Background: an optimization exercise with open tools, aiming at small area. Do not read the settings as production practice.
The RTL was checked by simulation tests, not by an equivalence proof against the original design.
Power is estimated from default activity; no workload was simulated.

### flow/run.sh
#!/bin/bash
# synth_recipe.tcl (not shown) runs the flow's synth.tcl, then flattens the netlist and writes it again
# the make line also repeats each setting of config.mk as NAME=value (left out here)
make -C /OpenROAD-flow-scripts/flow DESIGN_CONFIG=/design/flow/config.mk WORK_HOME=/design/flow/orfs CLKGATE_MAP_FILE= SYNTH_SCRIPT=/design/flow/synth_recipe.tcl finish
### flow/design.v
package pixelPkg;
	localparam int coordWidth     = 10;
	localparam int tileSize       = 32;
	localparam int tileShift      = 5;   
	localparam int mapCols        = 20;
	localparam int mapRows        = 15;
	localparam int mapSize        = mapCols * mapRows;
	localparam int tileIndexWidth = 9;
	localparam int playerWidth  = 20;
	localparam int playerHeight = 27;
	localparam int bombWidth    = 15;
	localparam int bombHeight   = 18;
	typedef enum logic [2:0] {
		tileEmpty   = 3'd0,
		tileWall    = 3'd1,
		tileBrick   = 3'd2,
		tileSpeedUp = 3'd3,
		tileBombUp  = 3'd4
	} tileKindT;
	typedef enum logic {
		statePlay  = 1'b0,
		statePause = 1'b1
	} gameStateT;
	typedef struct packed {
		logic [coordWidth-1:0] x;
		logic [coordWidth-1:0] y;
	} pixelPosT;
	typedef struct packed {
		logic [7:0] red;
		logic [7:0] green;
		logic [7:0] blue;
	} rgbT;
	typedef struct packed {
		logic                      valid;
		logic [tileIndexWidth-1:0] index;
		tileKindT                  kind;
	} mapWriteT;
	typedef struct packed {
		tileKindT             kind;
		logic [tileShift-1:0] offX;
		logic [tileShift-1:0] offY;
	} tileLookupT;
	typedef struct packed {
		rgbT  color;
		logic solid;   
	} tileColorT;
	typedef struct packed {
		logic player1;
		logic player2;
		logic bomb;
	} spriteHitsT;
	localparam rgbT colorBlack    = {8'h00, 8'h00, 8'h00};
	localparam rgbT colorSky      = {8'h00, 8'ha2, 8'he8};
	localparam rgbT colorWallFace = {8'hb0, 8'hb0, 8'hb0};
	localparam rgbT colorWallEdge = {8'h40, 8'h40, 8'h40};
	localparam rgbT colorBrick    = {8'hb5, 8'h31, 8'h20};
	localparam rgbT colorMortar   = {8'hff, 8'hcc, 8'hc5};
	localparam rgbT colorSpeedUp  = {8'hf8, 8'h28, 8'h00};
	localparam rgbT colorBombUp   = {8'hf8, 8'h78, 8'h00};
	localparam rgbT colorPlayer1  = {8'he8, 8'h20, 8'h50};
	localparam rgbT colorPlayer2  = {8'he0, 8'h18, 8'h98};
	localparam rgbT colorBomb     = {8'h20, 8'h40, 8'h58};
endpackage
`timescale 1ns/1ps
module tileMap (
	input  logic                   Clk,
	input  logic                   reset,
	input  pixelPkg::pixelPosT     drawPos,
	input  pixelPkg::mapWriteT     mapWrite,
	output pixelPkg::tileLookupT   lookup
);
	pixelPkg::tileKindT tiles [0:pixelPkg::mapSize-1];
	logic [pixelPkg::coordWidth-pixelPkg::tileShift-1:0] tileRow;
	logic [pixelPkg::coordWidth-pixelPkg::tileShift-1:0] tileCol;
	logic [pixelPkg::coordWidth-1:0]           tileIndex;   
	pixelPkg::tileKindT                        kindNow;
	assign tileRow   = drawPos.y[pixelPkg::coordWidth-1:pixelPkg::tileShift];
	assign tileCol   = drawPos.x[pixelPkg::coordWidth-1:pixelPkg::tileShift];
	assign tileIndex = pixelPkg::coordWidth'(tileRow) * pixelPkg::coordWidth'(pixelPkg::mapCols) + pixelPkg::coordWidth'(tileCol);
	assign kindNow = (tileIndex < pixelPkg::coordWidth'(pixelPkg::mapSize)) ?
		tiles[tileIndex[pixelPkg::tileIndexWidth-1:0]] : pixelPkg::tileEmpty;
	always_ff @(posedge Clk) begin
		if (reset) begin
			for (int i = 0; i < pixelPkg::mapSize; i++) begin
				tiles[i] <= pixelPkg::tileEmpty;
			end
		end else if (mapWrite.valid && mapWrite.index < pixelPkg::tileIndexWidth'(pixelPkg::mapSize)) begin
			tiles[mapWrite.index] <= mapWrite.kind;
		end
	end
	always_ff @(posedge Clk) begin
		lookup.kind <= kindNow;
		lookup.offX <= drawPos.x[pixelPkg::tileShift-1:0];
		lookup.offY <= drawPos.y[pixelPkg::tileShift-1:0];
	end
endmodule
`timescale 1ns/1ps
module tileShader (
	input  pixelPkg::tileLookupT lookup,
	output pixelPkg::tileColorT  tileColor
);
	localparam logic [pixelPkg::tileShift-1:0] lastOff = pixelPkg::tileShift'(pixelPkg::tileSize - 1);
	logic onEdge;
	logic onMortar;
	assign onEdge = (lookup.offX == '0) || (lookup.offX == lastOff) ||
		(lookup.offY == '0) || (lookup.offY == lastOff);
	assign onMortar = (lookup.offY[2:0] == 3'd0);
	always_comb begin
		tileColor.solid = 1'b0;
		tileColor.color = pixelPkg::colorSky;
		case (lookup.kind)
			pixelPkg::tileWall: begin
				tileColor.solid = 1'b1;
				if (onEdge) begin
					tileColor.color = pixelPkg::colorWallEdge;
				end else begin
					tileColor.color = pixelPkg::colorWallFace;
				end
			end
			pixelPkg::tileBrick: begin
				tileColor.solid = 1'b1;
				if (onMortar) begin
					tileColor.color = pixelPkg::colorMortar;
				end else begin
					tileColor.color = pixelPkg::colorBrick;
				end
			end
			pixelPkg::tileSpeedUp: begin
				tileColor.color = pixelPkg::colorSpeedUp;
			end
			pixelPkg::tileBombUp: begin
				tileColor.color = pixelPkg::colorBombUp;
			end
			default: begin
				tileColor.color = pixelPkg::colorSky;   
			end
		endcase
	end
endmodule
`timescale 1ns/1ps
module spriteHit (
	input  logic                 Clk,
	input  logic                 reset,
	input  pixelPkg::pixelPosT   drawPos,
	input  pixelPkg::pixelPosT   player1Pos,
	input  pixelPkg::pixelPosT   player2Pos,
	input  pixelPkg::pixelPosT   bombPos,
	input  logic                 bombArmed,
	output pixelPkg::spriteHitsT hits
);
	function automatic logic boxHit(
		input pixelPkg::pixelPosT              pix,
		input pixelPkg::pixelPosT              obj,
		input logic [pixelPkg::coordWidth-1:0] boxW,
		input logic [pixelPkg::coordWidth-1:0] boxH
	);
		logic [pixelPkg::coordWidth-1:0] distX;
		logic [pixelPkg::coordWidth-1:0] distY;
		distX = pix.x - obj.x;
		distY = pix.y - obj.y;
		boxHit = (distX < boxW) && (distY < boxH);
	endfunction
	pixelPkg::spriteHitsT hitsNext;
	always_comb begin
		hitsNext.player1 = boxHit(drawPos, player1Pos,
			pixelPkg::coordWidth'(pixelPkg::playerWidth), pixelPkg::coordWidth'(pixelPkg::playerHeight));
		hitsNext.player2 = boxHit(drawPos, player2Pos,
			pixelPkg::coordWidth'(pixelPkg::playerWidth), pixelPkg::coordWidth'(pixelPkg::playerHeight));
		hitsNext.bomb    = bombArmed && boxHit(drawPos, bombPos,
			pixelPkg::coordWidth'(pixelPkg::bombWidth), pixelPkg::coordWidth'(pixelPkg::bombHeight));
	end
	always_ff @(posedge Clk) begin
		if (reset) begin
			hits <= '0;
		end else begin
			hits <= hitsNext;   
		end
	end
endmodule
`timescale 1ns/1ps
module pixelMixer (
	input  logic                 Clk,
	input  logic                 reset,
	input  logic                 blank,
	input  pixelPkg::gameStateT  gameState,
	input  pixelPkg::tileColorT  tileColor,
	input  pixelPkg::spriteHitsT hits,
	output pixelPkg::rgbT        rgb
);
	logic      blankQ;
	pixelPkg::gameStateT stateQ;
	pixelPkg::rgbT       colorNext;
	always_ff @(posedge Clk) begin
		if (reset) begin
			blankQ <= 1'b0;   
			stateQ <= pixelPkg::statePlay;
		end else begin
			blankQ <= blank;
			stateQ <= gameState;
		end
	end
	always_comb begin
		if (!blankQ || stateQ == pixelPkg::statePause) begin
			colorNext = pixelPkg::colorBlack;
		end else if (tileColor.solid) begin
			colorNext = tileColor.color;   
		end else if (hits.player1) begin
			colorNext = pixelPkg::colorPlayer1;
		end else if (hits.player2) begin
			colorNext = pixelPkg::colorPlayer2;
		end else if (hits.bomb) begin
			colorNext = pixelPkg::colorBomb;
		end else begin
			colorNext = tileColor.color;
		end
	end
	always_ff @(posedge Clk) begin
		if (reset) begin
			rgb <= pixelPkg::colorBlack;
		end else begin
			rgb <= colorNext;
		end
	end
endmodule
`timescale 1ns/1ps
module colorMapper (
	input  logic                Clk,
	input  logic                reset,
	input  logic                blank,
	input  pixelPkg::pixelPosT  drawPos,
	input  pixelPkg::gameStateT gameState,
	input  pixelPkg::pixelPosT  player1Pos,
	input  pixelPkg::pixelPosT  player2Pos,
	input  pixelPkg::pixelPosT  bombPos,
	input  logic                bombArmed,
	input  pixelPkg::mapWriteT  mapWrite,
	output pixelPkg::rgbT       rgb
);
	pixelPkg::tileLookupT lookup;
	pixelPkg::tileColorT  tileColor;
	pixelPkg::spriteHitsT hits;
	tileMap tileMap_inst (
		.Clk      (Clk),
		.reset    (reset),
		.drawPos  (drawPos),
		.mapWrite (mapWrite),
		.lookup   (lookup)
	);
	tileShader tileShader_inst (
		.lookup    (lookup),
		.tileColor (tileColor)
	);
	spriteHit spriteHit_inst (
		.Clk        (Clk),
		.reset      (reset),
		.drawPos    (drawPos),
		.player1Pos (player1Pos),
		.player2Pos (player2Pos),
		.bombPos    (bombPos),
		.bombArmed  (bombArmed),
		.hits       (hits)
	);
	pixelMixer pixelMixer_inst (
		.Clk       (Clk),
		.reset     (reset),
		.blank     (blank),
		.gameState (gameState),
		.tileColor (tileColor),
		.hits      (hits),
		.rgb       (rgb)
	);
endmodule
### flow/config.mk
export PLATFORM = sky130hd
export DESIGN_NAME = colorMapper
export DESIGN_NICKNAME = colorMapper
export VERILOG_FILES = /design/flow/design.v
export SDC_FILE = /design/flow/constraint.sdc
export NUM_CORES = 4
export LEC_CHECK = 0
export CAP_MARGIN = 20
export CORE_MARGIN = 2
export CORE_UTILIZATION = 40
export SLEW_MARGIN = 20
### flow/constraint.sdc
create_clock -name core_clock -period 5.5 [get_ports {Clk}]
set_input_delay 1.1000 -clock core_clock [delete_from_list [all_inputs] [get_ports {Clk}]]
set_output_delay 1.1000 -clock core_clock [all_outputs]
set_load 0.01 [all_outputs]
==> run summary <==
power per cell area 337 nW/um^2; final setup violating endpoints 0; detailed-route wire length per cell 29.2 um; top cells by count, synth nor2_1, edfxtp_1, o21bai_1, clkbuf_1, mux4_2; Yosys top cell by area edfxtp_1; Post-Synthesis Cell Area 47300 um^2; drt total wl 154000 um; fill cell count 10500; synth top area cells edfxtp_1, mux4_2, nor2_1; gp weighted congestion 0.959; Worst-Skew Late Latency 0.70 ns; CP Launch Type primary input; share of cells above drive strength 1 0.137; met1 usage 0.328; layout net count 3829; CTS max path bufs 3; met3 GRT Util 0.0495; vias per cell 5.87; number of global-route vias before repair 30400; Final ANT Viol Nets 0; CTS sink count 981; most frequent cell after synthesis nor2_1; crit end category flip-flop; Cell variety after synth 78; post-DP HPWL 102000 um; asr flop ratio synth 0; Hold Fails Final Rpt 0; starting density of the core 0.402; Horiz. Die Dim 348 um; clk root buf clkbuf_16; Leak 17.0 nW; Avg Synthesized Cell Area 13.1 um^2; first-pass GRT wire length 219000 um; most common flop cell mapped by yosys edfxtp_1; Die Ht 348 um; critical path fanouts, max 7; total negative slack 0 ns; Hold/Removal Path Class reg -> reg; Post-CTS Setup Bufs 0; WP data required 6.12 ns; Non-Filler Instances 5287; FF+latch area 29100 um^2; crit path kind in -> reg; full die area 121000 um^2; Peak supply drop 0.000246 V; io pins 122; area grow syn2layout 13.2%; FF+latch count, synth 981; Final period util 0.765; relative slew slack 0.207; Finished Core Util 0.455; H-tree levels 3; area of the multi-input gates 16600 um^2; initial antenna violation count 10; RSZ-0062 raised after global routing no; global route overflow 0; met2 global-route usage 0.412; Hold Buf Count CTS 0; initial DRC count 4172; global-route usage over all layers 0.253; CP arrival 4.83 ns; post-synthesis sequential area ratio 0.615; crit path time final 4.21 ns; CTS Buf Count 101; Max-Cap Viols 0; # DRC 0; core area 118000 um^2; via count 31000; largest net degree at the start of global routing 197; Reg clk slew, reported paths 0.07 ns; Slew @ Worst Pin 1.19 ns; CTS tree done; Post-synth EDFFs 944; top-area cell type share of the netlist area 0.600; Max Fclk 0.238 GHz; Fin Clk Skew 0.0365 ns; post-CTS sizing 0; gr busiest metal met2; cell count after synthesis 3604; Pre-antenna DRT Iters 6; synth warn 4; final hold slack 0.679 ns; Final Max Tran Viols 0; IO Port Bufs 120; Cell Rows 126; outcome timing/DRC/antenna clean; placed cell count 5098
==> registers in the layout, indices dropped and copies added, names as in the netlist <==
name and flops:
tileMap_inst.tiles 944, pixelMixer_inst.blankQ 1, spriteHit_inst.hits 3, pixelMixer_inst.rgb 19, tileMap_inst.lookup 13, pixelMixer_inst.stateQ 1
==> critical path: stages <==
cell,delay (ns)
clkdlybuf4s50_1,0.67
ha_1,0.30
ha_1,0.22
fa_1,0.64
nand2_1,0.13
a21oi_2,0.29
o211ai_1,0.15
o211ai_1,0.13
a31oi_1,0.14
or4_1,0.58
a2111oi_0,0.32
or3_1,0.17
==> power breakdown <==
group / switching (mW) / internal, mW / total, mW
registers: 0.163 / 8.57 / 8.73
logic: 1.45 / 0.872 / 2.33
clock network: 2.95 / 4.05 / 7.00
==> metrics by stage <==
step           worst slack (ns)  cell area (um^2)  power (mW)
4_1_cts                    1.34             53500        18.1
5_1_grt                    1.09             53500        18.6
3_3_place_gp              0.590             50200        11.1
2_1_floorplan              1.71             47400        10.2
3_5_place_dp              0.635             50200        11.2
6_report                   1.29             53500        18.1
==> layout by cell type, fill, tap and decap left out, types with 9 or more instances in the layout <==
master | netlist | routed
a221oi_1 | 19 | 19
nor4_1 | 11 | 11
mux2i_1 | 50 | 50
clkinv_1 | 1 | 28
nor2_1 | 966 | 964
conb_1 | 1 | 45
nand2_1 | 121 | 104
and3_1 | 9 | 9
bufinv_16 | 0 | 14
edfxtp_1 | 944 | 944
clkdlybuf4s50_1 | 0 | 117
mux4_2 | 201 | 201
inv_1 | 76 | 75
o21bai_1 | 303 | 303
dfxtp_1 | 37 | 37
xnor2_1 | 15 | 13
nor3_1 | 37 | 37
mux4_1 | 34 | 34
nand2b_1 | 13 | 13
a21o_1 | 13 | 13
a21oi_1 | 74 | 74
clkbuf_1 | 259 | 16
a22oi_1 | 30 | 30
o211ai_1 | 10 | 10
nand3_1 | 36 | 30
nor2b_1 | 21 | 20
buf_4 | 12 | 110
ha_1 | 60 | 59
xor2_1 | 16 | 15
nand2_2 | 0 | 17
clkbuf_16 | 0 | 102
clkinv_2 | 0 | 16
buf_12 | 4 | 12
o21ai_0 | 44 | 44
==> cell type report <==
cell class / count / area share
well taps: 1536 / 0.0359
diodes: 1 / 0.0000468
multi-input cells: 2262 / 0.310
repair buffers: 242 / 0.0426
clock buffers: 118 / 0.0488
flip-flops and latches: 981 / 0.544
inverters: 77 / 0.00540
clock inverters: 70 / 0.0136
==> layer usage <==
| metal | up-vias | part of all wire |
|---|---|---|
| met2 | 1586 | 0.48 |
| met5 | - | 0.00017 |
| met3 | 315 | 0.096 |
| li1 | 13500 | - |
| met1 | 15700 | 0.38 |
| met4 | 4 | 0.048 |
==> logic make-up after synthesis <==
family / count (synthesis) / synth area share
simple gates: 1253 / 0.107
flops: 981 / 0.615
compound gates: 580 / 0.0882
buf+inv: 405 / 0.0393
mux: 286 / 0.126
fa+ha+maj: 66 / 0.0184
xor+xnor: 32 / 0.00609
other cells: 1 / 0.0000793
==> path summary, 6_finish.rpt <==
| kind | from | to | slack [ns] | depth (start not counted) |
|---|---|---|---|---|
| max | drawPos[6] | tileMap_inst.lookup[12]$_SDFF_PP0_ | 1.29 | 12 |
| min | spriteHit_inst.hits[2]$_SDFF_PP0_ | pixelMixer_inst.rgb[13]$_SDFF_PP0_ | 0.68 | 2 |
| min reg2reg | spriteHit_inst.hits[2]$_SDFF_PP0_ | pixelMixer_inst.rgb[13]$_SDFF_PP0_ | 0.68 | 2 |
| max reg2reg | tileMap_inst.lookup[1]$_DFF_P_ | pixelMixer_inst.rgb[22]$_SDFF_PP0_ | 2.92 | 8 |

==> afterwards: timing with drivers on the ports <==
How much do the figures lean on ideal ports? The routed layout below was timed once more, with nothing changed but the port constraints. Step 1 sets driving cells, clkbuf_16 on the clock port and buf_2 on the other inputs (assumed; they add their load-dependent delay and slew). Step 2, shift: input delay + t, output delay - t, t = (earliest + latest rising clock arrival at the registers) / 2. This alone moves slack from input paths to output paths. Slacks: no drivers / after step 1 / after step 2; pairs: no drivers / after step 1.
t (ns): 0.750
slack for setup (ns): 1.291 / 1.333 / 0.582
slew at the worst register clock pin (ns): 0.07 / 0.07
cell pins on the clock port's net: 1
After both steps setup and hold are still met in this run. For this run, drivers alone change the setup slack by +0.042 ns; drivers and shift together by -0.709 ns.
